This is an optimization exercise on Yosys and OpenROAD, whose aim is small area, a short achievable clock period and few clock cycles per item, not a production implementation. No activity file was given, so power comes from the tool's default toggle rates.

Design bit_chunk_lane_splitter_unit, start of the top module:
module bit_chunk_lane_splitter_unit
(
   input  logic                  clock,
   input  logic                  reset,
   input  logic                  req_valid,
   output logic                  req_ready,
   input  logic                  req_action,
   input  logic [7:0]            req_data_byte,
   output logic                  rsp_valid,
   input  logic                  rsp_ready,
   output logic [3:0]            rsp_lane,
   output logic [7:0]            rsp_out_byte,
   output logic                  rsp_last,
   input  logic                  csr_we,
   input  logic [CSR_IDX_W-1:0]  csr_index,
   input  logic [CSR_DATA_W-1:0] csr_data
);
   logic [5:0]  cw_q;                  
   logic [4:0]  lc_q;                  
   logic [15:0] en_q;
   logic [BUF_W-1:0] buf_q;
   logic [5:0]       pl_q;
   logic [3:0]       idx_q;
   logic [5:0]       sk_q;              
   logic             fol_q;             
   logic             fsh_q;             
   logic [15:0][7:0] pm_q;
   logic [31:0] e_data_q;
   logic [2:0]  e_n_q;                 
   logic [3:0]  e_lane_q;
   logic        e_last_q;              
   logic        e_pend_q;              
   logic [6:0]  cur_pd_q;
   logic [2:0]  cur_pc_q;
   logic [15:0] nz, idx_oh, fcand;
   logic [3:0]  fnext, ra;
   logic [7:0]  rd_m;
   logic [2:0]  rd_pc;
   logic [6:0]  rd_pd;
  ...
For scale: ~1900 cells after synthesis, roughly 260 flip-flops, about 0.017 mm2 of cells after synthesis.
Settings: LEC_CHECK=0, CAP_MARGIN=20, CORE_MARGIN=2, CORE_UTILIZATION=40, SETUP_SLACK_MARGIN=1.8, SLEW_MARGIN=20; clock period 6.5 ns.
run.sh (not shown) runs the stock make flow with config.mk's settings and CLKGATE_MAP_FILE= SYNTH_SCRIPT=/design/flow/synth_recipe.tcl, a recipe that flattens the netlist after the stock synthesis.
Next try:
--- a/flow/design.v
+++ b/flow/design.v
@@ -81,13 +81,13 @@
    logic [7:0]       rem;
    logic [5:0]       remn;
    logic             sw, rem_ge;
    assign idx_lt_l = {1'b0, idx_q} < lc_q;
    assign idx_end  = ({1'b0, idx_q} + 5'd1) >= lc_q;
    assign few    = fol_q && (pl_q <= 6'd8);
-   assign in_byte = (fol_q || fsh_q) ? 8'd0 : req_data_byte;
+   assign in_byte = fol_q ? 8'd0 : req_data_byte;
    assign full    = buf_q | (BUF_W'(in_byte) << pl_q);
    always_comb begin
       for (int k = 0; k < 32; k++) chunk[k] = full[k] & (6'(k) < cw_q);
    end
    assign acc     = ACC_W'(cur_pd_q) | (ACC_W'(chunk) << cur_pc_q);
    assign tgt     = 6'(cur_pc_q) + cw_q;
@@ -134,20 +134,20 @@
    assign more2       = more1 && ({1'b0, remn[2:0]} >= {cw_q[2:0], 1'b0}) && (({1'b0, idx_q} + 5'd2) < lc_q);
    assign next_yields = en_q[idx_q + 4'd1] && ((6'(rd_pc) + cw_q) >= 6'd8);
    assign res_nonlast  = e_pend_q && fol_chunk && yields;
    assign resolve_last = e_pend_q && (fol_exit || (fol_chunk && !yields && chunk_final));
    assign load_chunk = chunk_step && yields;
    assign load_flush = fsh_q && e_free;
-   assign ra         = (fsh_q || do_flush) ? fnext : ((idx_end || !idx_lt_l) ? 4'd0 : idx_q + 4'd1);
+   assign ra         = fsh_q ? idx_q : (idx_end ? 4'd0 : idx_q + 4'd1);
    always_ff @(posedge clock) begin
       if (reset) begin
          cur_pd_q <= '0;
          cur_pc_q <= '0;
-      end else if (do_flush || load_flush) begin
-         cur_pd_q <= (fcand != 16'd0) ? rd_pd : 7'd0;
-         cur_pc_q <= (fcand != 16'd0) ? rd_pc : 3'd0;
+      end else if (do_flush) begin
+         cur_pd_q <= '0;
+         cur_pc_q <= '0;
       end else if (chunk_step && idx_end && (idx_q == 4'd0) && lane_on) begin
          cur_pd_q <= leftover;
          cur_pc_q <= tgt[2:0];
       end else if (chunk_step || ((do_data || fol_exit) && !idx_lt_l)) begin
          cur_pd_q <= rd_pd;
          cur_pc_q <= rd_pc;
@@ -268,13 +268,13 @@
    always_ff @(posedge clock) begin
       if (load_chunk) begin
          e_data_q <= acc[31:0];
          e_lane_q <= idx_q;
          e_last_q <= !(few_path && more1 && !more2 && next_yields);
       end else if (load_flush) begin
-         e_data_q <= acc[31:0];
+         e_data_q[7:0] <= {1'b0, rd_pd};
          e_lane_q <= idx_q;
          e_last_q <= fcand == 16'd0;
       end else begin
          if (take) e_data_q[23:0] <= e_data_q[31:8];
          if (res_nonlast) e_last_q <= 1'b0;
       end
Wire length climbs by about 14%.
Total power climbs by 5.3%.
Core utilization drops by 1.6 points.
Fmax climbs by 7.5%.
Synthesized area climbs by about 7.5%.
Design area climbs by about 4.4%.
Count of clock-buffer cells in the layout is unchanged.
Setup slack gets better by 0.35 ns.
Via count climbs by 14%.
Global-route usage climbs by 1.2 points.
Die area climbs by about 7%.
No functional check of the RTL was part of any run of this note.

[static timing again, ports no longer ideal]
No port has a modelled driver above. Below, the same layouts with a new extraction and two added sets of constraints.
Step 1 assumes that a clkbuf_16 drives the clock port and a buf_2 every other input.
Step 2 times the ports against the registers' clock, not the clock port: input delays grow and output delays shrink by t, the midpoint of the rising clock arrivals with the driver on.
Three values: ideal, step 1, step 2; two values: the first two.
run	shift t [ns]	slack for setup (ns)	worst register clock-pin slew, ns	cell pins on the clock port's net
the first run	0.660	1.509 / 1.509 / 1.078	0.07 / 0.07	1
the second run	0.648	1.860 / 1.868 / 1.238	0.07 / 0.07	1
After both steps every run listed still meets setup and hold. For the second run, which loses most, drivers alone change the setup slack by +0.008 ns; drivers and shift together by -0.622 ns.
